Context: an optimization exercise on an open-source flow, tuned for small area. The choices shown serve that exercise and are no tape-out recipe. In this exercise RTL edits were held to simulation tests only and were not proved equivalent to the original. No activity file was given, so power comes from the tool's default toggle rates. The flow treats the clock pin as an ideal source, which a real chip does not have.

===== flow/design.v =====
package buf_ctrl_pkg;
   typedef enum logic [1:0] {
      PHASE_0 = 2'd0,
      PHASE_1 = 2'd1,
      PHASE_2 = 2'd2
   } tribuf_phase_t;
   typedef enum logic [1:0] {
      IBUF_IDLE   = 2'd0,
      IBUF_STREAM = 2'd1,
      IBUF_FULL   = 2'd2
   } ibuf_state_t;
endpackage
package sample_pkg;
   parameter int BFP_W = 6;
   typedef logic [BFP_W-1:0] sample_bw_t;
endpackage
module sample_bank #(
   parameter int DEPTH = 8,
   parameter int DW = 16,
   localparam int AW = (DEPTH > 1) ? $clog2(DEPTH) : 1
) (
   input  logic          clk,
   input  logic          wact,
   input  logic [AW-1:0] wa,
   input  logic [2*DW-1:0] wdw,
   input  logic          ract,
   input  logic [AW-1:0] ra,
   output logic [2*DW-1:0] rdr
);
   logic [2*DW-1:0] mem [DEPTH];
   always_ff @(posedge clk) begin
      if (wact) begin
         mem[wa] <= wdw;
      end
   end
   always_ff @(posedge clk) begin
      if (ract) begin
         rdr <= mem[ra];
      end
   end
endmodule
module istream_writer #(
   parameter int FRAME_LEN = 16,
   localparam int AW = $clog2(FRAME_LEN)
) (
   input  logic          clk,
   input  logic          rst,
   input  logic          run,
   input  logic          sact_istream,
   output logic          wr_act,
   output logic [AW-1:0] wr_addr,
   output buf_ctrl_pkg::ibuf_state_t input_buffer_status
);
   buf_ctrl_pkg::ibuf_state_t state;
   buf_ctrl_pkg::ibuf_state_t state_n;
   logic [AW-1:0] cnt;
   logic last_sample;
   assign input_buffer_status = state;
   assign wr_act = sact_istream && (state == buf_ctrl_pkg::IBUF_STREAM);
   assign last_sample = (cnt == AW'(FRAME_LEN - 1));
   always_comb begin
      state_n = state;
      case (state)
         buf_ctrl_pkg::IBUF_IDLE: state_n = buf_ctrl_pkg::IBUF_STREAM;
         buf_ctrl_pkg::IBUF_STREAM: begin
            if (!run && wr_act && last_sample) begin
               state_n = buf_ctrl_pkg::IBUF_FULL;
            end
         end
         buf_ctrl_pkg::IBUF_FULL: begin
            if (run) begin
               state_n = buf_ctrl_pkg::IBUF_STREAM;
            end
         end
         default: state_n = buf_ctrl_pkg::IBUF_IDLE;
      endcase
   end
   always_ff @(posedge clk) begin
      if (rst) begin
         state <= buf_ctrl_pkg::IBUF_IDLE;
      end else begin
         state <= state_n;
      end
   end
   always_ff @(posedge clk) begin
      if (rst) begin
         cnt <= '0;
      end else if (run || state != buf_ctrl_pkg::IBUF_STREAM) begin
         cnt <= '0;
      end else if (wr_act) begin
         cnt <= cnt + 1'b1;
      end
   end
   always_comb begin
      for (int i = 0; i < AW; i++) begin
         wr_addr[i] = cnt[AW-1-i];
      end
   end
endmodule
module bfp_frame_scale #(
   parameter int DW = 16
) (
   input  logic                 clk,
   input  logic                 rst,
   input  logic                 run,
   input  logic                 sample_act,
   input  logic signed [DW-1:0] sample_real,
   input  logic signed [DW-1:0] sample_imag,
   output sample_pkg::sample_bw_t frame_bw
);
   localparam int BW = sample_pkg::BFP_W;
   sample_pkg::sample_bw_t bw_real;
   sample_pkg::sample_bw_t bw_imag;
   sample_pkg::sample_bw_t sample_bw;
   sample_pkg::sample_bw_t run_max;
   sample_pkg::sample_bw_t run_max_n;
   function automatic logic [sample_pkg::BFP_W-1:0] bit_width(input logic signed [DW-1:0] v);
      logic [DW-1:0] m;
      sample_pkg::sample_bw_t n;
      m = v[DW-1] ? ~v : v;
      n = BW'(1);
      for (int i = 0; i < DW - 1; i++) begin
         if (m[i]) begin
            n = BW'(i + 2);
         end
      end
      bit_width = n;
   endfunction
   assign bw_real = bit_width(sample_real);
   assign bw_imag = bit_width(sample_imag);
   assign sample_bw = (bw_real > bw_imag) ? bw_real : bw_imag;
   assign run_max_n = (sample_act && sample_bw > run_max) ? sample_bw : run_max;
   always_ff @(posedge clk) begin
      if (rst) begin
         run_max <= BW'(1);
         frame_bw <= BW'(1);
      end else if (run) begin
         run_max <= BW'(1);
         frame_bw <= run_max_n;
      end else begin
         run_max <= run_max_n;
      end
   end
endmodule
module tribuf_arbiter #(
   parameter int FRAME_LEN = 16,
   parameter int DW = 16,
   localparam int AW = $clog2(FRAME_LEN)
) (
   input  logic                 clk,
   input  logic                 rst,
   input  logic                 run,
   input  logic                 wr_act,
   input  logic [AW-1:0]        wr_addr,
   input  logic signed [DW-1:0] wr_real,
   input  logic signed [DW-1:0] wr_imag,
   input  logic                 dmaact,
   input  logic [AW-1:0]        dmaa,
   output logic signed [DW-1:0] dmadr_real,
   output logic signed [DW-1:0] dmadr_imag
);
   buf_ctrl_pkg::tribuf_phase_t phase;
   logic [1:0] wr_bank;
   logic [1:0] dma_bank;
   logic [1:0] dma_bank_q;
   logic dma_lsb_q;
   logic dma_seen;
   logic [2*DW-1:0] wdw;
   logic [2*DW-1:0] rd_word;
   logic [2*DW-1:0] rdr [3][2];
   always_ff @(posedge clk) begin
      if (rst) begin
         phase <= buf_ctrl_pkg::PHASE_0;
      end else if (run) begin
         case (phase)
            buf_ctrl_pkg::PHASE_0: phase <= buf_ctrl_pkg::PHASE_1;
            buf_ctrl_pkg::PHASE_1: phase <= buf_ctrl_pkg::PHASE_2;
            default: phase <= buf_ctrl_pkg::PHASE_0;
         endcase
      end
   end
   assign wr_bank = 2'(phase);
   always_comb begin
      case (phase)
         buf_ctrl_pkg::PHASE_0: dma_bank = 2'd1;
         buf_ctrl_pkg::PHASE_1: dma_bank = 2'd2;
         default: dma_bank = 2'd0;
      endcase
   end
   assign wdw = {wr_imag, wr_real};
   for (genvar b = 0; b < 3; b++) begin : g_bank
      for (genvar h = 0; h < 2; h++) begin : g_half
         sample_bank #(
            .DEPTH (FRAME_LEN / 2),
            .DW    (DW)
         ) u_bank (
            .clk  (clk),
            .wact (wr_act && wr_bank == 2'(b) && wr_addr[0] == 1'(h)),
            .wa   (wr_addr[AW-1:1]),
            .wdw  (wdw),
            .ract (dmaact && dma_bank == 2'(b) && dmaa[0] == 1'(h)),
            .ra   (dmaa[AW-1:1]),
            .rdr  (rdr[b][h])
         );
      end
   end
   always_ff @(posedge clk) begin
      if (rst) begin
         dma_seen <= 1'b0;
         dma_bank_q <= 2'd0;
         dma_lsb_q <= 1'b0;
      end else if (dmaact) begin
         dma_seen <= 1'b1;
         dma_bank_q <= dma_bank;
         dma_lsb_q <= dmaa[0];
      end
   end
   always_comb begin
      rd_word = '0;
      if (dma_seen) begin
         rd_word = rdr[dma_bank_q][dma_lsb_q];
      end
   end
   assign {dmadr_imag, dmadr_real} = rd_word;
endmodule
module fft_buf_top #(
   parameter int FRAME_LEN = 16,
   parameter int DW = 16,
   localparam int AW = $clog2(FRAME_LEN)
) (
   input  logic                 clk,
   input  logic                 rst,
   input  logic                 run,
   input  logic                 sact_istream,
   input  logic signed [DW-1:0] sdw_istream_real,
   input  logic signed [DW-1:0] sdw_istream_imag,
   input  logic                 dmaact,
   input  logic [AW-1:0]        dmaa,
   output logic signed [DW-1:0] dmadr_real,
   output logic signed [DW-1:0] dmadr_imag,
   output logic [1:0]           input_buffer_status,
   output logic [5:0]           frame_bw
);
   logic wr_act;
   logic [AW-1:0] wr_addr;
   istream_writer #(
      .FRAME_LEN (FRAME_LEN)
   ) u_writer (
      .clk                 (clk),
      .rst                 (rst),
      .run                 (run),
      .sact_istream        (sact_istream),
      .wr_act              (wr_act),
      .wr_addr             (wr_addr),
      .input_buffer_status (input_buffer_status)
   );
   bfp_frame_scale #(
      .DW (DW)
   ) u_scale (
      .clk         (clk),
      .rst         (rst),
      .run         (run),
      .sample_act  (wr_act),
      .sample_real (sdw_istream_real),
      .sample_imag (sdw_istream_imag),
      .frame_bw    (frame_bw)
   );
   tribuf_arbiter #(
      .FRAME_LEN (FRAME_LEN),
      .DW        (DW)
   ) u_arbiter (
      .clk        (clk),
      .rst        (rst),
      .run        (run),
      .wr_act     (wr_act),
      .wr_addr    (wr_addr),
      .wr_real    (sdw_istream_real),
      .wr_imag    (sdw_istream_imag),
      .dmaact     (dmaact),
      .dmaa       (dmaa),
      .dmadr_real (dmadr_real),
      .dmadr_imag (dmadr_imag)
   );
endmodule

===== flow/run.sh =====
#!/bin/bash
# synth_recipe.tcl (not shown) runs the flow's synth.tcl, then flattens the netlist and writes it again
# the make line also repeats each setting of config.mk as NAME=value (left out here)
make -C /OpenROAD-flow-scripts/flow DESIGN_CONFIG=/design/flow/config.mk WORK_HOME=/design/flow/orfs CLKGATE_MAP_FILE= SYNTH_SCRIPT=/design/flow/synth_recipe.tcl finish

===== flow/config.mk =====
export PLATFORM = sky130hd
export DESIGN_NAME = fft_buf_top
export DESIGN_NICKNAME = fft_buf_top
export VERILOG_FILES = /design/flow/design.v
export SDC_FILE = /design/flow/constraint.sdc
export NUM_CORES = 4
export LEC_CHECK = 0
export CAP_MARGIN = 20
export CORE_MARGIN = 2
export CORE_UTILIZATION = 40
export SLEW_MARGIN = 20

===== flow/constraint.sdc =====
create_clock -name core_clock -period 6.0 [get_ports {clk}]
set_input_delay 1.2000 -clock core_clock [delete_from_list [all_inputs] [get_ports {clk}]]
set_output_delay 1.2000 -clock core_clock [all_outputs]
set_load 0.01 [all_outputs]

==> results of run 1 <==
[placed cells by master, fill, tap and decap left out, drive strengths merged, types with 4 or more instances in the layout]
cell / n
nand2b: 7
nand3: 9
dfxtp: 24
a211oi: 6
o211a: 17
mux4: 384
a31oi: 6
inv: 31
mux2: 193
o21a: 16
clkbuf: 209
and2: 5
o211ai: 4
buf: 177
ha: 16
o22a: 15
clkdlybuf4s50: 45
nand2: 35
diode: 5
nor2: 105
nor2b: 22
o21ai: 26
mux2i: 26
bufinv: 21
a221oi: 17
a21o: 4
o22ai: 34
or3: 4
nor3: 16
edfxtp: 1728
clkinv: 75
nand4: 4
a21oi: 51
o221a: 16
[per-layer routing]
metal / global-route usage / up-vias
met5: 0 / -
met4: 0.0575 / 6
met3: 0.0517 / 259
met2: 0.325 / 1458
met1: 0.292 / 17300
li1: - / 13100
[registers in the layout, summed over array words and instances, names as in the netlist]
| signal | flops |
|---|---|
| u_arbiter.dma_bank_q | 2 |
| u_arbiter.dma_seen | 1 |
| u_arbiter.phase | 2 |
| u_arbiter.g_bank.g_half.u_bank.rdr | 192 |
| u_writer.state | 2 |
| u_writer.cnt | 4 |
| u_arbiter.dma_lsb_q | 1 |
| u_scale.run_max | 6 |
| u_arbiter.g_bank.g_half.u_bank.mem | 1536 |
| u_scale.frame_bw | 6 |
[worst max-delay path, cell delays in order, from the launching register on]
cell and delay, ps:
dfxtp_4 730, buf_4 710, nor3_1 170, a21oi_4 150, buf_4 560, o221a_2 410
clkdlybuf4s50_1 620
[layout make-up]
type,count,area (sq um),share of cell area
antenna,5,12.5,0.000162
clock buffer,209,4440,0.0574
clock inverter,105,1080,0.0140
inverter,25,95.1,0.00123
multi-input combinational,1072,14400,0.186
sequential,1752,52400,0.677
tap,2204,2760,0.0356
timing repair buffer,222,2210,0.0286
[metrics by stage]
| step | setup slack [ps] | hold WS, ps | util | instance area, sq um |
|---|---|---|---|---|
| final | 601 | 534 | 0.464 | 77400 |
| after global routing | 506 | 561 | 0.464 | 77400 |
| after CTS | 570 | 531 | 0.464 | 77300 |
| after detailed placement | 391 | 517 | 0.430 | 71800 |
| after global placement | 377 | 515 | 0.430 | 71800 |
| after floorplan | 1090 | 467 | - | 67100 |
[worst min path at each step]
stage | endpoint | cells after the start | startpoint
final | u_scale.run_max[5] | 1 | u_scale.run_max[5]
after global routing | u_scale.run_max[5] | 1 | u_scale.run_max[5]
after CTS | u_scale.run_max[5] | 1 | u_scale.run_max[5]
after detailed placement | u_scale.run_max[5] | 1 | u_scale.run_max[5]
after global placement | u_scale.run_max[5] | 1 | u_scale.run_max[5]
after floorplan | u_scale.run_max[5] | 1 | u_scale.run_max[5]
[Yosys cell counts, types with 4 or more instances]
| cell | n | area (sq um) |
|---|---|---|
| o211a_1 | 17 | 170 |
| edfxtp_1 | 1728 | 51900 |
| and2_1 | 5 | 31.3 |
| nor3_1 | 16 | 80.1 |
| o221a_2 | 16 | 180 |
| nand2_1 | 35 | 131 |
| mux2i_1 | 26 | 260 |
| buf_2 | 42 | 210 |
| o22a_1 | 15 | 131 |
| nand3_1 | 9 | 45.0 |
| mux4_2 | 384 | 8650 |
| o21ai_0 | 25 | 125 |
| a31oi_1 | 6 | 37.5 |
| o211ai_1 | 4 | 30.0 |
| nor2b_1 | 22 | 138 |
| or3_1 | 4 | 25.0 |
| a211oi_1 | 6 | 45.0 |
| nor2_1 | 105 | 394 |
| a221oi_1 | 17 | 149 |
| dfxtp_1 | 24 | 480 |
| clkbuf_1 | 95 | 357 |
| nand2b_1 | 7 | 43.8 |
| nand4_1 | 4 | 25.0 |
| o21a_1 | 16 | 120 |
| o22ai_1 | 34 | 213 |
| mux2_2 | 193 | 2170 |
| ha_1 | 16 | 200 |
| buf_1 | 15 | 56.3 |
| inv_1 | 23 | 86.3 |
| a21oi_1 | 51 | 255 |
| a21o_1 | 4 | 30.0 |
[power groups by stage]
stage	Sequential [W]	Combinational [W]	Clock (W)
3_5_place_dp	0.0138	0.00137	0
3_3_place_gp	0.0138	0.00136	0
5_1_grt	0.0136	0.00146	0.0114
4_1_cts	0.0136	0.00138	0.0109
2_1_floorplan	0.0138	0.000739	0
6_report	0.0136	0.00137	0.0107
[cells by family after synthesis]
family / after synthesis / share of synthesized area
XOR/XNOR: 5 / 0.000653
flip-flops: 1752 / 0.781
multiplexers: 603 / 0.165
buffers and inverters: 178 / 0.0109
adder cells (fa/ha/maj): 16 / 0.00298
AND/OR/NAND/NOR: 214 / 0.0144
AO/OA/AOI/OAI: 234 / 0.0251
==> run_results.csv, run 1 <==
group,metric,value,unit
status,outcome,"timing/DRC/antenna clean",
synthesis,synth_edf_count,1728,
cells_and_area,area_growth,15.3,%
synthesis,ys.flop_type,"edfxtp_1",
route,route.top_layer_used,"met5",
placement,routabilityCongestion,0.836,
route,routed-wl-met3,15300,um
worst_setup_path,required,4800,ps
worst_setup_path,end_kind,"primary output",
clock_tree,cts_hold_buf,0,
route,met2_length,83100,um
route,wl_met1,73200,um
clock_tree,cts_tree,"done",
power,clockPowerShare,0.418,
cells_and_area,nNetsFinal,3300,
sta,slew_headroom,0.325,
route,routed_via_density,5.74,
synthesis,async_flop_share,0,
floorplan,fp.dieH,413,um
placement,portBuffers,80,
clock_tree,ctsResizeCount,0,
power,p_leak,24.0,nW
sta,hold_violations,0,
flow_run,maxCapViolCount,0,
synthesis,yosysUniqueCellTypes,58,
route,vias,32100,
cells_and_area,n_fill_cell,13600,
sta,final-max-slew-violation-count,0,
power,p_per_area,332,mW/mm^2
sta,fmax,0.185,GHz
power,total_power,0.0256,W
route,ant_nets,0,
sta,timing.final.crit_period,5400,ps
worst_setup_path,reg2reg_slack,2820,ps
cells_and_area,fin_cells,5594,
sta,rsz0062_at_grt,"false",
worst_setup_path,reg2reg_from,"u_writer.state[1]",
sta,finalCritPeriodShare,0.900,
clock_tree,clkTransAtPathRegs,60,ps
clock_tree,clk_latency,800,ps
sta,tightest_slew,1010,ps
worst_setup_path,cp.arrival,4200,ps
floorplan,start_util,0.402,
power,max-vdd-ir-drop,300,uV
placement,hpwl,99600,um
global_routing,grt_pass1_vias,32200,
worst_setup_path,endpoint,"dmadr_imag[9]",
global_routing,grt_pass1_wl,248000,um
clock_tree,htree_levels,4,
sta,setup_violations,0,
sta,setup_tns,0,ps
floorplan,die_area,0.171,sq mm
worst_setup_path,ff2ff_path_depth,6,
sta,finClkSkew,30.0,ps
synthesis,synth_nets,3059,
floorplan,ios,81,
cells_and_area,layout-drive-gt1-share,0.317,
power,p_int,0.0202,W
route,dr.first_iter.drc_count,3997,
power,swShare,0.212,
worst_setup_path,startpoint_type,"flop",
global_routing,grt_overflow_total,0,
synthesis,ys_warn_count,5,
floorplan,rows,150,
clock_tree,cts-root-buf,"clkbuf_16",
power,pwr-share-seq,0.528,
synthesis,yosysSeqAreaShare,0.781,
worst_setup_path,crit_path_start,"u_arbiter.dma_bank_q[1]",
global_routing,grt_max_degree,86,
synthesis,netlist_instances,3002,
route,firstDrtPassIters,6,
route,drc,0,
floorplan,fp.dieW,413,um
synthesis,avgSynthCellArea,22.3,sq um
route,wirelength,176000,um
synthesis,synth.cell_area,0.0671,sq mm
route,avgRoutedWirePerCell,31.5,um
worst_setup_path,r2r-end,"u_arbiter.g_bank[2].g_half[0].u_bank.mem[0][4]",
hold_path,min_path_type,"flop to flop",
clock_tree,cts_sinks,1752,
synthesis,synth-seq-cells,1752,
floorplan,core_area,0.167,sq mm
placement,dp.cells,5275,
global_routing,track_usage,0.208,
power,combPwrFrac,0.053,
worst_setup_path,path_max_fanout,39,
clock_tree,cts-buffers-inserted,170,
clock_tree,post-cts-setup-buffers,0,
worst_setup_path,worstSetupPathType,"flop to primary output",
power,p_sw,0.00543,W
clock_tree,cts.path.max_buffers,3,
global_routing,antenna_found_initial,23,
==> inputs of run 2 (changes only) <==
--- a/flow/design.v
+++ b/flow/design.v
@@ -14,31 +14,6 @@
    parameter int BFP_W = 6;
    typedef logic [BFP_W-1:0] sample_bw_t;
 endpackage
-module sample_bank #(
-   parameter int DEPTH = 8,
-   parameter int DW = 16,
-   localparam int AW = (DEPTH > 1) ? $clog2(DEPTH) : 1
-) (
-   input  logic          clk,
-   input  logic          wact,
-   input  logic [AW-1:0] wa,
-   input  logic [2*DW-1:0] wdw,
-   input  logic          ract,
-   input  logic [AW-1:0] ra,
-   output logic [2*DW-1:0] rdr
-);
-   logic [2*DW-1:0] mem [DEPTH];
-   always_ff @(posedge clk) begin
-      if (wact) begin
-         mem[wa] <= wdw;
-      end
-   end
-   always_ff @(posedge clk) begin
-      if (ract) begin
-         rdr <= mem[ra];
-      end
-   end
-endmodule
 module istream_writer #(
    parameter int FRAME_LEN = 16,
    localparam int AW = $clog2(FRAME_LEN)
@@ -159,69 +134,51 @@
    output logic signed [DW-1:0] dmadr_real,
    output logic signed [DW-1:0] dmadr_imag
 );
-   buf_ctrl_pkg::tribuf_phase_t phase;
-   logic [1:0] wr_bank;
-   logic [1:0] dma_bank;
-   logic [1:0] dma_bank_q;
-   logic dma_lsb_q;
-   logic dma_seen;
+   localparam int NW = 3 * FRAME_LEN;
+   logic [2:0] phase;
+   logic [2:0] dma_bank;
    logic [2*DW-1:0] wdw;
+   logic [2*DW-1:0] mem [NW];
+   logic [NW-1:0] wsel;
+   logic [NW-1:0] rsel;
    logic [2*DW-1:0] rd_word;
-   logic [2*DW-1:0] rdr [3][2];
-   always_ff @(posedge clk) begin
-      if (rst) begin
-         phase <= buf_ctrl_pkg::PHASE_0;
+   logic [2*DW-1:0] rd_q;
+   always_ff @(posedge clk) begin
+      if (rst) begin
+         phase <= 3'b001;
       end else if (run) begin
-         case (phase)
-            buf_ctrl_pkg::PHASE_0: phase <= buf_ctrl_pkg::PHASE_1;
-            buf_ctrl_pkg::PHASE_1: phase <= buf_ctrl_pkg::PHASE_2;
-            default: phase <= buf_ctrl_pkg::PHASE_0;
-         endcase
-      end
-   end
-   assign wr_bank = 2'(phase);
-   always_comb begin
-      case (phase)
-         buf_ctrl_pkg::PHASE_0: dma_bank = 2'd1;
-         buf_ctrl_pkg::PHASE_1: dma_bank = 2'd2;
-         default: dma_bank = 2'd0;
-      endcase
-   end
+         phase <= {phase[1:0], phase[2]};
+      end
+   end
+   assign dma_bank = {phase[1:0], phase[2]};
    assign wdw = {wr_imag, wr_real};
-   for (genvar b = 0; b < 3; b++) begin : g_bank
-      for (genvar h = 0; h < 2; h++) begin : g_half
-         sample_bank #(
-            .DEPTH (FRAME_LEN / 2),
-            .DW    (DW)
-         ) u_bank (
-            .clk  (clk),
-            .wact (wr_act && wr_bank == 2'(b) && wr_addr[0] == 1'(h)),
-            .wa   (wr_addr[AW-1:1]),
-            .wdw  (wdw),
-            .ract (dmaact && dma_bank == 2'(b) && dmaa[0] == 1'(h)),
-            .ra   (dmaa[AW-1:1]),
-            .rdr  (rdr[b][h])
-         );
-      end
-   end
-   always_ff @(posedge clk) begin
-      if (rst) begin
-         dma_seen <= 1'b0;
-         dma_bank_q <= 2'd0;
-         dma_lsb_q <= 1'b0;
-      end else if (dmaact) begin
-         dma_seen <= 1'b1;
-         dma_bank_q <= dma_bank;
-         dma_lsb_q <= dmaa[0];
+   always_comb begin
+      for (int b = 0; b < 3; b++) begin
+         for (int i = 0; i < FRAME_LEN; i++) begin
+            wsel[b*FRAME_LEN+i] = wr_act && phase[b] && (wr_addr == AW'(i));
+            rsel[b*FRAME_LEN+i] = !rst && dma_bank[b] && (dmaa == AW'(i));
+         end
+      end
+   end
+   for (genvar w = 0; w < NW; w++) begin : g_word
+      always_ff @(posedge clk) begin
+         if (wsel[w]) begin
+            mem[w] <= wdw;
+         end
       end
    end
    always_comb begin
       rd_word = '0;
-      if (dma_seen) begin
-         rd_word = rdr[dma_bank_q][dma_lsb_q];
-      end
-   end
-   assign {dmadr_imag, dmadr_real} = rd_word;
+      for (int w = 0; w < NW; w++) begin
+         rd_word = rd_word | (mem[w] & {(2*DW){rsel[w]}});
+      end
+   end
+   always_ff @(posedge clk) begin
+      if (rst || dmaact) begin
+         rd_q <= rd_word;
+      end
+   end
+   assign {dmadr_imag, dmadr_real} = rd_q;
 endmodule
 module fft_buf_top #(
    parameter int FRAME_LEN = 16,
==> run_results.csv, run 2 <==
group,metric,value,unit
synthesis,yosys.area_share.simple,0.0564,
flow_run,maxCapViolCount,0,
sta,setup_violations,0,
cells_and_area,layout_common_cells,"edfxtp_1, a22oi_1, nand2_1, buf_4, clkbuf_16",
synthesis,async_flop_share,0,
route,routed-wl-met3,30900,um
cells_and_area,final_common_cell,"edfxtp_1",
sta,final-max-slew-violation-count,0,
synthesis,yosysUniqueCellTypes,63,
worst_setup_path,path_max_fanout,14,
clock_tree,cts-buffers-inserted,156,
synthesis,ys.flop_type,"edfxtp_1",
synthesis,yosysSeqAreaShare,0.817,
route,dr.first_iter.drc_count,7489,
clock_tree,htree_levels,4,
worst_setup_path,cpMostUsedCell,"inv_1",
worst_setup_path,required,6650,ps
worst_setup_path,reg2reg_slack,2460,ps
hold_path,min_path_cells,2,
route,drc,0,
worst_setup_path,startpoint_type,"primary input",
floorplan,ios,81,
clock_tree,cts_hold_buf,0,
cells_and_area,area_growth,17.4,%
clock_tree,cts_sinks,1589,
hold_path,min_path_type,"flop to flop",
hold_path,min-delay-start,"u_scale.frame_bw[5]",
sta,fmax,0.188,GHz
floorplan,core_area,0.144,sq mm
route,avgRoutedWirePerCell,38.8,um
clock_tree,cts-root-buf,"clkbuf_16",
cells_and_area,largest_register,"u_arbiter.mem",
worst_setup_path,ff2ff_path_depth,7,
synthesis,synth.cell_area,0.0582,sq mm
cells_and_area,biggestRegsByFlops,"u_arbiter.mem (1536), u_arbiter.rd_q (32)",
floorplan,rows,139,
synthesis,avgSynthCellArea,17.4,sq um
cells_and_area,nNetsFinal,3701,
cells_and_area,n_fill_cell,12100,
route,routed_via_density,6.49,
worst_setup_path,cpPeakStageDelay,580,ps
global_routing,grt_overflow_total,0,
floorplan,fp.dieH,385,um
cells_and_area,finalCoreUtilization,0.474,
synthesis,muxShareOfSynthArea,0.00129,
worst_setup_path,cp.arrival,5960,ps
global_routing,grt_pass1_vias,33900,
clock_tree,cts_tree,"done",
worst_setup_path,slowest_stage,"clkdlybuf4s50_1",
route,wl_met1,80700,um
floorplan,fp.dieW,385,um
placement,routabilityCongestion,0.885,
status,outcome,"timing/DRC/antenna clean",
clock_tree,cts.path.max_buffers,3,
placement,portBuffers,80,
sta,tightest_slew,1230,ps
sta,rsz0062_at_grt,"false",
sta,finalCritPeriodShare,0.886,
placement,hpwl,128000,um
cells_and_area,largest_register_ffs,1536,
sta,slew_headroom,0.179,
route,firstDrtPassIters,6,
synthesis,netlist_instances,3349,
sta,worst_slack,683,ps
route,route.top_layer_used,"met5",
power,p_per_area,329,mW/mm^2
floorplan,die_area,0.148,sq mm
cells_and_area,final_area,0.0683,sq mm
global_routing,track_usage,0.293,
power,max-vdd-ir-drop,282,uV
worst_setup_path,r2r-end,"u_arbiter.rd_q[29]",
hold_path,hold_end,"u_scale.frame_bw[5]",
route,met2_length,98100,um
cells_and_area,layout-drive-gt1-share,0.150,
synthesis,ys_warn_count,4,
power,p_leak,22.1,nW
synthesis,synth_edf_count,1568,
sta,finClkSkew,29.7,ps
synthesis,synth_area_leaders,"edfxtp_1, a22oi_1, nand2_1, nor2_1, dfxtp_1",
route,wirelength,220000,um
global_routing,antenna_found_initial,14,
worst_setup_path,end_kind,"flop",
synthesis,yosysMostFrequentCell,"edfxtp_1",
worst_setup_path,crit_chain,"clkdlybuf4s50_1, or4_1, o221ai_1, a21o_1, inv_1, ha_1, o21ai_0, a21oi_1, or3_1, and2_1, mux2_4, inv_1, ha_1, and3_1, and3_1, a2111oi_2, buf_4, inv_1, a211oi_1, o32ai_1",
sta,hold_violations,0,
route,vias,36900,
sta,timing.final.crit_period,5320,ps
clock_tree,ctsResizeCount,0,
synthesis,synth-compound-area-share,0.108,
global_routing,grt_pass1_wl,292000,um
clock_tree,clkTransAtPathRegs,50,ps
synthesis,synth_nets,3404,
worst_setup_path,worstSetupPathType,"primary input to flop",
synthesis,synth_top_family_by_area,"compound AO/OA/AOI/OAI gates",
placement,pre_cts_ws,-1.99,ps
clock_tree,clk_latency,810,ps
clock_tree,post-cts-setup-buffers,0,
sta,setup_tns,0,ps
placement,place_area,0.0634,sq mm
sta,timing.hold.ws,499,ps
synthesis,netlist.area_leader.share,0.810,
synthesis,synthTopCellsByCount,"edfxtp_1, a22oi_1, nand2_1, nor2_1, clkbuf_1",
synthesis,synth-seq-cells,1589,
synthesis,synthAdderAreaFrac,0.00301,
synthesis,synth_largest_area_cell,"edfxtp_1",
worst_setup_path,reg2reg_from,"u_arbiter.phase[1]",
route,ant_nets,0,
floorplan,start_util,0.404,
global_routing,grt_max_degree,50,
synthesis,synth_xor_area_frac,0.000753,
run 2: worst max path at each step:
stage	from	end	slack [ps]	cells past startpoint
floorplan	sdw_istream_imag[9]	u_scale.frame_bw[0]	750	19
global placement	sdw_istream_real[5]	u_scale.frame_bw[3]	-70	20
detailed placement	sdw_istream_real[5]	u_scale.frame_bw[3]	-2	20
CTS	sdw_istream_real[5]	u_scale.frame_bw[0]	800	20
global route	sdw_istream_real[5]	u_scale.frame_bw[0]	450	20
finish	sdw_istream_real[5]	u_scale.frame_bw[3]	680	20
run 2: cell type report:
class,instances,area [sq um],area share
repair buffers,306,2930,0.0429
well taps,1903,2380,0.0349
inverters,22,82.6,0.00121
clock inverters,85,694,0.0102
multi-input cells,1571,10600,0.155
diodes,7,17.5,0.000257
flip-flops and latches,1589,47500,0.696
clock buffers,198,4080,0.0598
run 2: cell families after synthesis:
kind of cell	Yosys count
AND/OR/NAND/NOR	707
multiplexers	7
buffers and inverters	189
AO/OA/AOI/OAI	838
XOR/XNOR	5
adder cells (fa/ha/maj)	14
flip-flops	1589
run 2: worst max-delay path: cells and delay by family:
family	cells	cell delay (ps)
buf+inv	5	1030
fa+ha+maj	2	490
simple gates	5	1600
compound gates	7	1280
mux	1	360
run 2: stage by stage:
step	std cells	total power (W)
finish	5681	0.0224
CTS	5673	0.0224
floorplan	3349	0.0128
detailed placement	5390	0.0132
global route	5678	0.0229
global placement	5388	0.0132
run 2: per-layer routing:
| metal | up-vias | global-route usage |
|---|---|---|
| li1 | 14300 | - |
| met1 | 18900 | 0.404 |
| met2 | 3123 | 0.444 |
| met3 | 549 | 0.0731 |
| met4 | 6 | 0.123 |
| met5 | - | 0.00520 |
run 2: report_power, final:
group	internal [W]	switching, W	total (W)
sequential	0.0123	0.0000228	0.0123
combinational	0.000214	0.000535	0.000749
clock	0.00518	0.00422	0.00940
==> inputs of run 3 (changes only) <==
--- a/flow/design.v
+++ b/flow/design.v
@@ -84,38 +84,38 @@
    output sample_pkg::sample_bw_t frame_bw
 );
    localparam int BW = sample_pkg::BFP_W;
-   sample_pkg::sample_bw_t bw_real;
-   sample_pkg::sample_bw_t bw_imag;
-   sample_pkg::sample_bw_t sample_bw;
-   sample_pkg::sample_bw_t run_max;
-   sample_pkg::sample_bw_t run_max_n;
-   function automatic logic [sample_pkg::BFP_W-1:0] bit_width(input logic signed [DW-1:0] v);
-      logic [DW-1:0] m;
-      sample_pkg::sample_bw_t n;
-      m = v[DW-1] ? ~v : v;
-      n = BW'(1);
+   logic [DW-2:0] sig_real;
+   logic [DW-2:0] sig_imag;
+   logic [DW-2:0] acc;
+   logic [DW-2:0] acc_n;
+   logic [BW-2:0] bw_q;
+   logic [BW-2:0] bw_n;
+   assign sig_real = sample_real[DW-2:0] ^ {(DW-1){sample_real[DW-1]}};
+   assign sig_imag = sample_imag[DW-2:0] ^ {(DW-1){sample_imag[DW-1]}};
+   assign acc_n = acc | ({(DW-1){sample_act}} & (sig_real | sig_imag));
+   always_comb begin
+      bw_n = (BW-1)'(1);
       for (int i = 0; i < DW - 1; i++) begin
-         if (m[i]) begin
-            n = BW'(i + 2);
-         end
-      end
-      bit_width = n;
-   endfunction
-   assign bw_real = bit_width(sample_real);
-   assign bw_imag = bit_width(sample_imag);
-   assign sample_bw = (bw_real > bw_imag) ? bw_real : bw_imag;
-   assign run_max_n = (sample_act && sample_bw > run_max) ? sample_bw : run_max;
-   always_ff @(posedge clk) begin
-      if (rst) begin
-         run_max <= BW'(1);
-         frame_bw <= BW'(1);
+         if (acc_n[i]) begin
+            bw_n = (BW-1)'(i + 2);
+         end
+      end
+   end
+   always_ff @(posedge clk) begin
+      if (rst || run) begin
+         acc <= '0;
+      end else begin
+         acc <= acc_n;
+      end
+   end
+   always_ff @(posedge clk) begin
+      if (rst) begin
+         bw_q <= (BW-1)'(1);
       end else if (run) begin
-         run_max <= BW'(1);
-         frame_bw <= run_max_n;
-      end else begin
-         run_max <= run_max_n;
-      end
-   end
+         bw_q <= bw_n;
+      end
+   end
+   assign frame_bw = {1'b0, bw_q};
 endmodule
 module tribuf_arbiter #(
    parameter int FRAME_LEN = 16,
@@ -167,11 +167,26 @@
          end
       end
    end
-   always_comb begin
-      rd_word = '0;
-      for (int w = 0; w < NW; w++) begin
-         rd_word = rd_word | (mem[w] & {(2*DW){rsel[w]}});
-      end
+   logic [2*DW-1:0] term_n [NW/3];
+   for (genvar g = 0; g < NW / 3; g++) begin : g_term
+      for (genvar k = 0; k < 2 * DW; k++) begin : g_bit
+         rd_term3 u_term (
+            .s0 (rsel[3*g]),
+            .s1 (rsel[3*g+1]),
+            .s2 (rsel[3*g+2]),
+            .d0 (mem[3*g][k]),
+            .d1 (mem[3*g+1][k]),
+            .d2 (mem[3*g+2][k]),
+            .y_n (term_n[g][k])
+         );
+      end
+   end
+   always_comb begin
+      rd_word = '1;
+      for (int g = 0; g < NW / 3; g++) begin
+         rd_word = rd_word & term_n[g];
+      end
+      rd_word = ~rd_word;
    end
    always_ff @(posedge clk) begin
       if (rst || dmaact) begin
@@ -179,6 +194,17 @@
       end
    end
    assign {dmadr_imag, dmadr_real} = rd_q;
+endmodule
+module rd_term3 (
+   input  logic s0,
+   input  logic s1,
+   input  logic s2,
+   input  logic d0,
+   input  logic d1,
+   input  logic d2,
+   output logic y_n
+);
+   assign y_n = ~((s0 & d0) | (s1 & d1) | (s2 & d2));
 endmodule
 module fft_buf_top #(
    parameter int FRAME_LEN = 16,
--- a/flow/config.mk
+++ b/flow/config.mk
@@ -9,3 +9,5 @@
 export CORE_MARGIN = 2
 export CORE_UTILIZATION = 40
 export SLEW_MARGIN = 20
+export SYNTH_HIERARCHICAL = 1
+export SYNTH_MINIMUM_KEEP_SIZE = 0
==> run_results.csv, run 3 <==
group,metric,value,unit
cells_and_area,largest_register,"u_arbiter.mem",
power,p_leak,20.0,nW
power,p_int,0.0180,W
sta,final-max-slew-violation-count,0,
power,p_per_area,348,mW/mm^2
cells_and_area,biggestRegsByFlops,"u_arbiter.mem (1536), u_arbiter.rd_q (32), u_scale.acc (15)",
cells_and_area,area_growth,17.4,%
floorplan,fp.dieH,377,um
floorplan,fp.dieW,377,um
route,wirelength,167000,um
synthesis,synthTopCellsByCount,"edfxtp_1, a222oi_1, nand4_1, nor2_1, or4_1",
power,max-vdd-ir-drop,244,uV
placement,hpwl,102000,um
sta,setup_violations,0,
placement,portBuffers,79,
synthesis,synth_largest_area_cell,"edfxtp_1",
worst_setup_path,worstSetupPathType,"primary input to flop",
global_routing,grt_pass1_wl,231000,um
clock_tree,cts_tree,"done",
route,routed_via_density,6.52,
power,pwr-share-seq,0.545,
synthesis,ys_warn_count,12,
power,clockPowerShare,0.426,
clock_tree,cts_hold_buf,0,
worst_setup_path,end_kind,"flop",
worst_setup_path,ff2ff_path_depth,6,
placement,pre_cts_ws,688,ps
synthesis,netlist.area_leader.share,0.846,
floorplan,start_util,0.404,
cells_and_area,n_fill_cell,11200,
cells_and_area,nNetsFinal,2964,
worst_setup_path,path_max_fanout,18,
synthesis,synth_nets,2615,
sta,fmax,0.221,GHz
synthesis,ys.flop_type,"edfxtp_1",
clock_tree,cts.path.max_buffers,3,
sta,worst_slack,1480,ps
sta,hold_violations,0,
route,avgRoutedWirePerCell,34.4,um
clock_tree,ctsResizeCount,0,
floorplan,die_area,0.142,sq mm
route,ant_nets,0,
hold_path,min_path_cells,2,
global_routing,track_usage,0.231,
sta,rsz0062_at_grt,"false",
clock_tree,cts-buffers-inserted,161,
clock_tree,clk_latency,790,ps
clock_tree,post-cts-setup-buffers,0,
cells_and_area,layout_common_cells,"edfxtp_1, a222oi_1, clkbuf_16, nand4_1, buf_4",
power,swShare,0.207,
synthesis,synth_edf_count,1568,
cells_and_area,largest_register_ffs,1536,
placement,routabilityCongestion,0.865,
global_routing,antenna_found_initial,21,
power,p_sw,0.00470,W
sta,slew_headroom,0.201,
hold_path,min_path_type,"flop to flop",
floorplan,core_area,0.138,sq mm
global_routing,grt_max_degree,50,
synthesis,synth.cell_area,0.0556,sq mm
sta,finClkSkew,41.0,ps
worst_setup_path,startpoint_type,"primary input",
floorplan,rows,136,
sta,finalCritPeriodShare,0.754,
synthesis,synth-seq-cells,1597,
synthesis,yosysMostFrequentCell,"edfxtp_1",
synthesis,synth_area_leaders,"edfxtp_1, a222oi_1, nand4_1, dfxtp_1, nor2_1",
clock_tree,htree_levels,4,
power,combPwrFrac,0.029,
floorplan,ios,81,
sta,timing.final.crit_period,4520,ps
route,dr.first_iter.drc_count,6537,
route,vias,31600,
clock_tree,cts_sinks,1597,
cells_and_area,final_common_cell,"edfxtp_1",
clock_tree,clkTransAtPathRegs,60,ps
flow_run,maxCapViolCount,0,
synthesis,yosysSeqAreaShare,0.857,
worst_setup_path,required,6530,ps
global_routing,grt_pass1_vias,30100,
synthesis,netlist_instances,2573,
synthesis,async_flop_share,0,
worst_setup_path,cp.arrival,5050,ps
global_routing,grt_overflow_total,0,
cells_and_area,layout-drive-gt1-share,0.160,
synthesis,avgSynthCellArea,21.6,sq um
sta,tightest_slew,1200,ps
status,outcome,"timing/DRC/antenna clean",
route,drc,0,
synthesis,yosysUniqueCellTypes,53,
sta,setup_tns,0,ps
route,firstDrtPassIters,9,
clock_tree,cts-root-buf,"clkbuf_16",
-- run 3: metal layers --
| layer | wire, um | up-vias | GRT usage |
|---|---|---|---|
| met5 | 75 | - | 0 |
| li1 | - | 12700 | - |
| met1 | 62900 | 16300 | 0.321 |
| met2 | 77900 | 2264 | 0.363 |
| met4 | 6510 | 12 | 0.0912 |
| met3 | 19200 | 282 | 0.0428 |
-- run 3: cell families after synthesis --
logic type	after synthesis	synth area share
other	1	0.0000674
AND/OR/NAND/NOR	364	0.0381
flip-flops	1597	0.857
XOR/XNOR	33	0.00520
multiplexers	3	0.000540
adder cells (fa/ha/maj)	1	0.000225
AO/OA/AOI/OAI	545	0.0961
buffers and inverters	29	0.00304
-- run 3: critical path: stages --
cell and delay (ps):
clkdlybuf4s50_1 750, buf_4 250, nand2b_1 570, nor2_2 340, buf_4 300, a222oi_1 520, nand4_1 470, or4_1 610
-- run 3: stage by stage --
step	util	power (W)	cell area, sq um	hold slack (ps)	instances
3_3_place_gp	0.434	0.0133	59900	461	4540
6_report	0.474	0.0227	65300	479	4848
5_1_grt	0.474	0.0233	65300	505	4846
4_1_cts	0.473	0.0228	65200	486	4843
3_5_place_dp	0.436	0.0133	60100	479	4550
2_1_floorplan	-	0.0128	55600	437	2573
-- run 3: power groups by stage --
stage | clock network [W] | logic, W | registers [W]
global route | 0.0102 | 0.000695 | 0.0124
finish | 0.00969 | 0.000663 | 0.0124
CTS | 0.00979 | 0.000664 | 0.0124
detailed placement | 0 | 0.000662 | 0.0126
floorplan | 0 | 0.000173 | 0.0126
global placement | 0 | 0.000643 | 0.0126
-- run 3: area by class of cell --
class,count,area (sq um),area share
clock inverter,101,945,0.0145
antenna,2,5.00,0.0000766
sequential,1597,47700,0.730
multi-input combinational,947,8410,0.129
tap,1794,2240,0.0344
clock buffer,192,4190,0.0641
timing repair buffer,210,1850,0.0284
inverter,5,18.8,0.000287
-- run 3: final timing paths --
kind	startpoint	slack [ps]	endpoint
worst min-delay path	u_scale.bw_q[3]	480	u_scale.bw_q[3]
worst max register to register	u_arbiter.phase[2]	2500	u_arbiter.rd_q[24]
worst min register to register	u_scale.bw_q[3]	480	u_scale.bw_q[3]
worst max-delay path	rst	1480	u_arbiter.rd_q[28]
==> inputs of run 4 (changes only) <==
==> flow/flow/run.sh (new file) <==
#!/bin/bash
# Standard layout, with a clock tree built from fewer, larger sink clusters
# and without dummy loads.
set -euo pipefail
export CTS_ARGS="-sink_clustering_enable -repair_clock_nets -dont_use_dummy_load -sink_clustering_size 30 -sink_clustering_max_diameter 120"
bash standard.sh > standard_flow.log 2>&1
==> flow/standard.sh (new file) <==
#!/bin/bash
# synth_recipe.tcl (not shown) runs the flow's synth.tcl, then flattens the netlist and writes it again
# the make line also repeats each setting of config.mk as NAME=value (left out here)
make -C /OpenROAD-flow-scripts/flow DESIGN_CONFIG=/design/flow/config.mk WORK_HOME=/design/flow/orfs CLKGATE_MAP_FILE= SYNTH_SCRIPT=/design/flow/synth_recipe.tcl "${@:-finish}"
removed: flow/run.sh
==> run_results.csv, run 4 <==
group,metric,value,unit
status,outcome,"failed layout checks",
clock_tree,htree_levels,2,
worst_setup_path,worstSetupPathType,"primary input to flop",
floorplan,ios,81,
route,routed_via_density,6.66,
sta,hold_violations,0,
clock_tree,ctsResizeCount,0,
placement,place_area,0.0601,sq mm
clock_tree,cts-buffers-inserted,59,
synthesis,avgSynthCellArea,21.6,sq um
sta,timing.hold.ws,491,ps
synthesis,ys_warn_count,12,
cells_and_area,nNetsFinal,2862,
flow_run,maxCapViolCount,0,
worst_setup_path,startpoint_type,"primary input",
synthesis,ys.flop_type,"edfxtp_1",
worst_setup_path,cp.arrival,5070,ps
placement,pre_cts_ws,688,ps
sta,timing.final.crit_period,4620,ps
sta,rsz0062_at_grt,"false",
route,drc,0,
worst_setup_path,required,6450,ps
placement,hpwl,102000,um
placement,routabilityCongestion,0.865,
clock_tree,clk_latency,730,ps
floorplan,die_area,0.142,sq mm
global_routing,grt_max_degree,50,
global_routing,grt_pass1_vias,29000,
power,p_leak,18.2,nW
power,clockPowerShare,0.270,
route,vias,30800,
floorplan,fp.dieH,377,um
power,pwr-share-seq,0.693,
clock_tree,cts.path.max_buffers,3,
power,swShare,0.202,
synthesis,synth.cell_area,0.0556,sq mm
worst_setup_path,path_max_fanout,18,
synthesis,synth_edf_count,1568,
hold_path,min_path_type,"flop to flop",
sta,finClkSkew,81.1,ps
clock_tree,cts_hold_buf,0,
clock_tree,clkTransAtPathRegs,110,ps
cells_and_area,final_area,0.0617,sq mm
clock_tree,post-cts-setup-buffers,0,
worst_setup_path,ff2ff_path_depth,6,
global_routing,grt_overflow_total,0,
cells_and_area,area_growth,10.9,%
route,dr.first_iter.drc_count,6943,
synthesis,yosysMostFrequentCell,"edfxtp_1",
sta,finalCritPeriodShare,0.770,
floorplan,start_util,0.404,
synthesis,netlist.area_leader.share,0.846,
sta,worst_slack,1380,ps
status,so_faults,"antenna violations",
placement,portBuffers,79,
sta,fmax,0.216,GHz
cells_and_area,largest_register_ffs,1536,
hold_path,min_path_cells,2,
sta,final-max-slew-violation-count,0,
route,wirelength,164000,um
synthesis,yosysUniqueCellTypes,53,
floorplan,rows,136,
sta,setup_violations,0,
power,max-vdd-ir-drop,246,uV
floorplan,fp.dieW,377,um
power,p_per_area,289,mW/mm^2
power,p_int,0.0142,W
sta,tightest_slew,1210,ps
clock_tree,cts-root-buf,"clkbuf_16",
sta,slew_headroom,0.188,
sta,setup_tns,0,ps
synthesis,netlist_instances,2573,
global_routing,antenna_found_initial,20,
cells_and_area,layout_common_cells,"edfxtp_1, a222oi_1, nand4_1, buf_4, nor2_4",
cells_and_area,layout-drive-gt1-share,0.117,
floorplan,core_area,0.138,sq mm
global_routing,track_usage,0.225,
synthesis,synth-seq-cells,1597,
synthesis,yosysSeqAreaShare,0.857,
route,ant_nets,1,
synthesis,synth_nets,2615,
worst_setup_path,end_kind,"flop",
cells_and_area,biggestRegsByFlops,"u_arbiter.mem (1536), u_arbiter.rd_q (32), u_scale.acc (15)",
power,combPwrFrac,0.037,
cells_and_area,largest_register,"u_arbiter.mem",
synthesis,synthTopCellsByCount,"edfxtp_1, a222oi_1, nand4_1, nor2_1, or4_1",
clock_tree,cts_tree,"done",
cells_and_area,final_common_cell,"edfxtp_1",
synthesis,synth_largest_area_cell,"edfxtp_1",
global_routing,grt_pass1_wl,226000,um
clock_tree,cts_sinks,1597,
power,p_sw,0.00360,W
route,avgRoutedWirePerCell,35.5,um
route,firstDrtPassIters,9,
synthesis,synth_area_leaders,"edfxtp_1, a222oi_1, nand4_1, dfxtp_1, nor2_1",
synthesis,async_flop_share,0,
-- run 4: changes by cell type in the layout (fill, tap and decap cells not counted), moves of 9 or more --
cell,delta
clkinv_2,-21
bufinv_16,-12
clkbuf_16,-104
clkinv_1,-47
clkbuf_1,-29
diode_2,+9
-- run 4: cell type report --
class                           count  area [sq um]
Multi-Input combinational cell    947          8410
Fill cell                       11500         76100
Tap cell                         1794          2240
Sequential cell                  1597         47700
Inverter                            5          18.8
Antenna cell                       11          27.5
Clock buffer                       59          1480
Timing Repair Buffer              210          1850
-- run 4: cell families (layout without fill, tap and decap cells) --
kind of cell / after synthesis / count (layout) / share of synthesized area
flip-flops: 1597 / 1597 / 0.857
AO/OA/AOI/OAI: 545 / 545 / 0.0961
AND/OR/NAND/NOR: 364 / 364 / 0.0381
XOR/XNOR: 33 / 33 / 0.00520
buffers and inverters: 29 / 274 / 0.00304
multiplexers: 3 / 3 / 0.000540
adder cells (fa/ha/maj): 1 / 1 / 0.000225
other: 1 / 12 / 0.0000674
-- run 4: power by group through the flow --
stage                     clock [W]  sequential, W  combinational (W)
after floorplan                   0         0.0126           0.000173
after CTS                   0.00489         0.0124           0.000663
final                       0.00482         0.0124           0.000662
after global placement            0         0.0126           0.000643
after global routing        0.00524         0.0124           0.000695
after detailed placement          0         0.0126           0.000662
-- run 4: path summary, 6_finish.rpt --
path,from,to,slack [ps]
max,rst,u_arbiter.rd_q[28],1380
min,u_scale.bw_q[3],u_scale.bw_q[3],490
max reg2reg,u_arbiter.phase[2],u_arbiter.rd_q[6],2440
min reg2reg,u_scale.bw_q[3],u_scale.bw_q[3],490
-- run 4: stage by stage --
| step | cells | total power (W) | util |
|---|---|---|---|
| after detailed placement | 4550 | 0.0133 | 0.436 |
| after CTS | 4609 | 0.0179 | 0.447 |
| after global placement | 4540 | 0.0133 | 0.434 |
| final | 4623 | 0.0178 | 0.448 |
| after global routing | 4612 | 0.0183 | 0.447 |
| after floorplan | 2573 | 0.0128 | - |
-- run 4: worst max-delay path: stages --
cell	delay [ps]
clkdlybuf4s50_1	750
buf_4	250
nand2b_1	570
nor2_2	340
buf_4	300
a222oi_1	550
nand4_1	480
or4_1	610
-- run 4: routing by layer --
layer	wire length (um)	track usage	vias up
li1	-	-	12300
met1	62200	0.317	16000
met2	76800	0.358	2152
met3	18800	0.0368	246
met4	6280	0.0765	14
met5	80	0	-
==> inputs of run 5 (changes only) <==
==> flow/flow/run.sh (replaced) <==
#!/bin/bash
# Standard layout, with a clock tree built from fewer, larger sink clusters
# and without dummy loads, and the smallest buffer on each port.
set -euo pipefail
export CTS_ARGS="-sink_clustering_enable -repair_clock_nets -dont_use_dummy_load -sink_clustering_size 30 -sink_clustering_max_diameter 120"
export BUFFER_PORTS_ARGS="-buffer_cell sky130_fd_sc_hd__buf_1"
bash standard.sh > standard_flow.log 2>&1
--- a/flow/config.mk
+++ b/flow/config.mk
@@ -5,9 +5,9 @@
 export SDC_FILE = /design/flow/constraint.sdc
 export NUM_CORES = 4
 export LEC_CHECK = 0
-export CAP_MARGIN = 20
+export CAP_MARGIN = 5
 export CORE_MARGIN = 2
 export CORE_UTILIZATION = 40
-export SLEW_MARGIN = 20
+export SLEW_MARGIN = 5
 export SYNTH_HIERARCHICAL = 1
 export SYNTH_MINIMUM_KEEP_SIZE = 0
==> run_results.csv, run 5 <==
group,metric,value,unit
clock_tree,cts-root-buf,"clkbuf_16",
global_routing,grt_pass1_wl,230000,um
sta,hold_violations,0,
clock_tree,cts_hold_buf,0,
global_routing,grt_overflow_total,0,
worst_setup_path,cpPeakStageDelay,860,ps
sta,timing.hold.ws,490,ps
clock_tree,clk_latency,730,ps
route,ant_nets,0,
synthesis,synth_largest_area_cell,"edfxtp_1",
cells_and_area,fin_cells,4619,
route,dr.first_iter.drc_count,6412,
clock_tree,ctsResizeCount,0,
route,avgRoutedWirePerCell,36.3,um
hold_path,min_path_type,"flop to flop",
synthesis,yosysSeqAreaShare,0.857,
floorplan,rows,136,
sta,slew_headroom,0.0889,
global_routing,grt_pass1_vias,29200,
cells_and_area,n_fill_cell,11500,
worst_setup_path,path_max_fanout,20,
flow_run,maxCapViolCount,0,
clock_tree,htree_levels,2,
sta,fmax,0.227,GHz
sta,final-max-slew-violation-count,0,
worst_setup_path,crit_chain,"buf_1, nand2b_1, nor2_2, buf_4, a222oi_1, nand4_1, or4_1",
route,vias,30700,
floorplan,ios,81,
cells_and_area,biggestRegsByFlops,"u_arbiter.mem (1536), u_arbiter.rd_q (32), u_scale.acc (15)",
placement,dp.cells,4547,
cells_and_area,final_common_cell,"edfxtp_1",
cells_and_area,largest_register_ffs,1536,
worst_setup_path,end_kind,"flop",
floorplan,fp.dieH,377,um
synthesis,synth_edf_count,1568,
synthesis,yosysUniqueCellTypes,53,
route,wirelength,168000,um
sta,setup_tns,0,ps
worst_setup_path,startpoint_type,"primary input",
synthesis,yosysMostFrequentCell,"edfxtp_1",
global_routing,grt_max_degree,50,
floorplan,core_area,0.138,sq mm
global_routing,track_usage,0.231,
worst_setup_path,required,6450,ps
sta,setup_violations,0,
synthesis,netlist.area_leader.share,0.846,
cells_and_area,nNetsFinal,2859,
cells_and_area,layout-drive-gt1-share,0.117,
worst_setup_path,reg2reg_slack,2180,ps
cells_and_area,layout_common_cells,"edfxtp_1, a222oi_1, nand4_1, buf_4, nor2_4",
power,p_leak,18.1,nW
sta,tightest_slew,1360,ps
synthesis,synth_area_leaders,"edfxtp_1, a222oi_1, nand4_1, dfxtp_1, nor2_1",
placement,hpwl,97800,um
synthesis,synth_nets,2615,
clock_tree,cts-buffers-inserted,59,
placement,portBuffers,79,
status,outcome,"timing/DRC/antenna clean",
placement,routabilityCongestion,0.849,
route,routed_via_density,6.64,
floorplan,die_area,0.142,sq mm
cells_and_area,final_area,0.0612,sq mm
synthesis,async_flop_share,0,
clock_tree,cts.path.max_buffers,3,
clock_tree,cts_tree,"done",
worst_setup_path,slowest_stage,"nand2b_1",
sta,rsz0062_at_grt,"false",
clock_tree,clkTransAtPathRegs,110,ps
clock_tree,post-cts-setup-buffers,0,
synthesis,synthTopCellsByCount,"edfxtp_1, a222oi_1, nand4_1, nor2_1, or4_1",
synthesis,synth.cell_area,0.0556,sq mm
sta,finClkSkew,68.0,ps
cells_and_area,largest_register,"u_arbiter.mem",
worst_setup_path,worstSetupPathType,"primary input to flop",
floorplan,start_util,0.404,
synthesis,netlist_instances,2573,
power,p_per_area,291,mW/mm^2
synthesis,synth-seq-cells,1597,
power,max-vdd-ir-drop,239,uV
placement,place_area,0.0596,sq mm
route,drc,0,
global_routing,antenna_found_initial,22,
synthesis,avgSynthCellArea,21.6,sq um
synthesis,ys.flop_type,"edfxtp_1",
synthesis,ys_warn_count,12,
worst_setup_path,cp.arrival,4860,ps
clock_tree,cts_sinks,1597,
sta,finalCritPeriodShare,0.735,
cells_and_area,area_growth,9.96,%
route,firstDrtPassIters,8,
floorplan,fp.dieW,377,um
sta,timing.final.crit_period,4410,ps
## run 5: per-stage QoR
step / utilization / power [W] / setup slack, ps
after floorplan: - / 0.0128 / 820
after CTS: 0.443 / 0.0179 / 1670
after detailed placement: 0.432 / 0.0132 / 902
after global placement: 0.432 / 0.0132 / 921
after global routing: 0.444 / 0.0183 / 1540
final: 0.444 / 0.0178 / 1590
## run 5: where the power goes
part	internal, W	leakage (nW)	switching [W]	total, W
combinational	0.000129	2.93	0.000498	0.000627
clock	0.00177	0.727	0.00306	0.00483
sequential	0.0123	14.4	0.0000450	0.0123
## run 5: cells by family (layout without fill, tap and decap cells)
kind of cell,after synthesis,in the layout,share of synthesized area
flops,1597,1597,0.857
buf+inv,29,271,0.00304
xor+xnor,33,33,0.00520
fa+ha+maj,1,1,0.000225
compound gates,545,545,0.0961
mux,3,3,0.000540
simple gates,364,364,0.0381
other cells,1,11,0.0000674
## run 5: per-layer routing
layer  GRT usage  up-vias  routed length [um]
li1            -    12300                   -
met1       0.321    16000               64000
met2       0.371     2109               78300
met3      0.0416      251               19200
met4      0.0718       18                6040
met5           0        -                 117
## run 5: worst max-delay path, delay by kind of cell
kind,cells,cell delay (ps)
and+or+nand+nor,4,2540
AOI/OAI and AO/OA,1,430
buffers and inverters,2,670
## run 5: final timing paths
| kind | from | to | cells after the start |
|---|---|---|---|
| worst max-delay path | rst | u_arbiter.rd_q[17] | 7 |
| worst min-delay path | u_scale.acc[0] | u_scale.acc[0] | 2 |
| worst max register to register | u_arbiter.phase[2] | u_arbiter.rd_q[17] | 6 |
| worst min register to register | u_scale.acc[0] | u_scale.acc[0] | 2 |
## run 5: area by class of cell
cell class / count / area, sq um / area share
clock buffer: 59 / 1480 / 0.0241
sequential: 1597 / 47700 / 0.779
tap: 1794 / 2240 / 0.0367
multi-input combinational: 947 / 8400 / 0.137
timing repair buffer: 207 / 1340 / 0.0219
inverter: 5 / 18.8 / 0.000307
antenna: 10 / 25.0 / 0.000409
==> inputs of run 6 (changes only) <==
==> flow/flow/run.sh (replaced) <==
#!/bin/bash
# Standard layout, with a clock tree built from fewer, larger sink clusters
# and without dummy loads, and the smallest buffer on each port.
set -euo pipefail
export CTS_ARGS="-sink_clustering_enable -repair_clock_nets -dont_use_dummy_load -sink_clustering_size 20 -sink_clustering_max_diameter 80"
export BUFFER_PORTS_ARGS="-buffer_cell sky130_fd_sc_hd__buf_1"
bash standard.sh > standard_flow.log 2>&1
--- a/flow/config.mk
+++ b/flow/config.mk
@@ -7,7 +7,7 @@
 export LEC_CHECK = 0
 export CAP_MARGIN = 5
 export CORE_MARGIN = 2
-export CORE_UTILIZATION = 40
+export CORE_UTILIZATION = 50
 export SLEW_MARGIN = 5
 export SYNTH_HIERARCHICAL = 1
 export SYNTH_MINIMUM_KEEP_SIZE = 0
==> run_results.csv, run 6 <==
group,metric,value,unit
status,outcome,"timing/DRC/antenna clean",
route,routed_via_density,7.15,
global_routing,grt_overflow_total,0,
sta,rsz0062_at_grt,"false",
worst_setup_path,crit_path_start,"rst",
worst_setup_path,reg2reg_from,"u_arbiter.phase[2]",
sta,timing.final.crit_period,4710,ps
cells_and_area,largest_register_ffs,1536,
clock_tree,ctsResizeCount,0,
floorplan,rows,122,
route,drc,0,
route,avgRoutedWirePerCell,38.9,um
clock_tree,cts_sinks,1597,
route,vias,31000,
synthesis,synth_edf_count,1568,
clock_tree,htree_levels,3,
clock_tree,cts-root-buf,"clkbuf_16",
placement,routabilityCongestion,0.898,
floorplan,core_area,0.111,sq mm
route,wirelength,169000,um
floorplan,fp.dieH,338,um
synthesis,netlist.area_leader.share,0.846,
cells_and_area,multiInputGateArea,0.00844,sq mm
sta,setup_tns,0,ps
global_routing,grt_max_degree,50,
synthesis,avgSynthCellArea,21.6,sq um
worst_setup_path,ff2ff_path_depth,7,
route,firstDrtPassIters,7,
power,p_per_area,308,mW/mm^2
flow_run,maxCapViolCount,0,
synthesis,synth_area_leaders,"edfxtp_1, a222oi_1, nand4_1, dfxtp_1, nor2_1",
synthesis,yosysSeqAreaShare,0.857,
synthesis,yosysMostFrequentCell,"edfxtp_1",
sta,setup_violations,0,
worst_setup_path,worstSetupPathType,"primary input to flop",
cells_and_area,final_common_cell,"edfxtp_1",
placement,hpwl,101000,um
clock_tree,cts-buffers-inserted,90,
worst_setup_path,endpoint,"u_arbiter.rd_q[25]",
worst_setup_path,path_max_fanout,32,
cells_and_area,nNetsFinal,2888,
placement,portBuffers,79,
synthesis,synth-seq-cells,1597,
synthesis,ys_warn_count,12,
clock_tree,clkTransAtPathRegs,80,ps
synthesis,synthTopCellsByCount,"edfxtp_1, a222oi_1, nand4_1, nor2_1, or4_1",
power,p_leak,18.4,nW
sta,fmax,0.212,GHz
worst_setup_path,required,6430,ps
worst_setup_path,reg2reg_slack,1940,ps
clock_tree,post-cts-setup-buffers,0,
synthesis,netlist_instances,2573,
power,total_power,0.0189,W
sta,tightest_slew,1390,ps
global_routing,grt_pass1_vias,29200,
clock_tree,clk_latency,700,ps
clock_tree,cts_hold_buf,0,
worst_setup_path,startpoint_type,"primary input",
cells_and_area,largest_register,"u_arbiter.mem",
synthesis,async_flop_share,0,
sta,hold_violations,0,
floorplan,start_util,0.503,
cells_and_area,layout-drive-gt1-share,0.126,
floorplan,ios,81,
cells_and_area,biggestRegsByFlops,"u_arbiter.mem (1536), u_arbiter.rd_q (32), u_scale.acc (15)",
floorplan,fp.dieW,338,um
global_routing,antenna_found_initial,29,
worst_setup_path,r2r-end,"u_arbiter.rd_q[25]",
global_routing,grt_pass1_wl,232000,um
clock_tree,cts_tree,"done",
power,max-vdd-ir-drop,203,uV
cells_and_area,layout_common_cells,"edfxtp_1, a222oi_1, nand4_1, buf_4, clkbuf_16",
clock_tree,cts.path.max_buffers,3,
synthesis,synth.cell_area,0.0556,sq mm
route,ant_nets,0,
floorplan,die_area,0.114,sq mm
sta,final-max-slew-violation-count,0,
worst_setup_path,cp.arrival,5140,ps
cells_and_area,seq_area,0.0477,sq mm
route,dr.first_iter.drc_count,7326,
synthesis,ys.flop_type,"edfxtp_1",
hold_path,min_path_type,"flop to flop",
worst_setup_path,end_kind,"flop",
cells_and_area,area_growth,10.7,%
synthesis,synth_nets,2615,
sta,slew_headroom,0.0699,
sta,finClkSkew,71.5,ps
synthesis,synth_largest_area_cell,"edfxtp_1",
global_routing,track_usage,0.296,
sta,finalCritPeriodShare,0.785,
cells_and_area,n_fill_cell,8257,
synthesis,yosysUniqueCellTypes,53,
## run 6: worst min-delay path by stage
| stage | to | startpoint | slack [ps] | cells after the start |
|---|---|---|---|---|
| 4_1_cts | u_scale.bw_q[3] | u_scale.bw_q[3] | 480 | 2 |
| 5_1_grt | u_scale.bw_q[3] | u_scale.bw_q[3] | 500 | 2 |
| 6_report | u_scale.acc[0] | u_scale.acc[0] | 480 | 2 |
| 3_3_place_gp | u_scale.acc[7] | u_scale.acc[7] | 460 | 2 |
| 3_5_place_dp | u_scale.acc[0] | u_scale.acc[0] | 470 | 2 |
| 2_1_floorplan | u_scale.acc[0] | u_scale.acc[0] | 440 | 2 |
## run 6: logic make-up after synthesis
family,after synthesis,share of synthesized area
AOI/OAI and AO/OA,545,0.0961
xor gates and xnor gates,33,0.00520
adders and majority gates,1,0.000225
buffers and inverters,29,0.00304
DFF,1597,0.857
muxes,3,0.000540
other,1,0.0000674
and+or+nand+nor,364,0.0381
## run 6: per-layer routing
layer,GRT usage,vias up,share of wire
met5,0,-,0.0011
met4,0.0978,26,0.034
li1,-,12400,-
met1,0.414,16100,0.37
met2,0.463,2264,0.46
met3,0.0691,266,0.13
## run 6: cell type report
class | count | area share
sequential | 1597 | 0.774
multi-input combinational | 947 | 0.137
clock buffer | 90 | 0.0366
tap | 1488 | 0.0302
timing repair buffer | 205 | 0.0216
antenna | 9 | 0.000366
inverter | 5 | 0.000305
## run 6: power breakdown
part	leakage [nW]	switching [W]	internal (W)	total, W
Clock	1.11	0.00329	0.00266	0.00595
Combinational	2.91	0.000505	0.000132	0.000637
Sequential	14.4	0.0000655	0.0123	0.0124
Total	18.4	0.00386	0.0151	0.0189
## run 6: stage by stage
step | worst slack, ps | hold WS (ps) | instance area [sq um] | std cells | util
final | 1290 | 483 | 61600 | 4341 | 0.557
after CTS | 1470 | 482 | 61500 | 4329 | 0.556
after global routing | 1390 | 496 | 61600 | 4332 | 0.557
after detailed placement | 746 | 472 | 59200 | 4239 | 0.536
after global placement | 788 | 460 | 59200 | 4239 | 0.536
after floorplan | 820 | 437 | 55600 | 2573 | -
## run 6: critical path, stage by stage
cell and delay [ps]:
buf_1 360, nand2b_1 600, buf_4 330, nor4_2 70
buf_4 320, a222oi_1 960, nand4_1 620, or4_1 610

-- port drivers added, routing unchanged --
No port has a modelled driver above. Below, the same layouts with a new extraction and two added sets of constraints. Step 1: set_driving_cell puts a clkbuf_16 on clk and a buf_2 on each other input, an assumption about the parent block. Step 2 times the ports against the registers' clock, not the clock port: input delays grow and output delays shrink by t, the midpoint of the rising clock arrivals with the driver on. Three values: ideal, step 1, step 2; two values: the first two.
run	t (ns)	setup slack, ns	hold WS [ns]	worst data-port slew with drivers (ns)	pins driven straight from the clock port
run 1	0.869	0.601 / 0.521 / 0.217	0.534 / 0.534 / 0.534	0.33	1
run 2	0.867	0.683 / 0.731 / -0.136	0.499 / 0.499 / 0.499	0.22	1
run 3	0.845	1.477 / 1.450 / 0.605	0.479 / 0.479 / 0.479	0.13	1
run 4	0.755	1.379 / 1.370 / 0.615	0.491 / 0.491 / 0.491	0.12	1
run 5	0.782	1.589 / 1.633 / 0.851	0.490 / 0.490 / 0.490	0.16	1
run 6	0.743	1.288 / 1.305 / 0.562	0.483 / 0.483 / 0.483	0.20	1
Met with ideal ports but missed after step 2: setup timing in run 2. The setup slack of run 3, which loses most, moves by -0.027 ns with the drivers and by -0.872 ns with both steps.
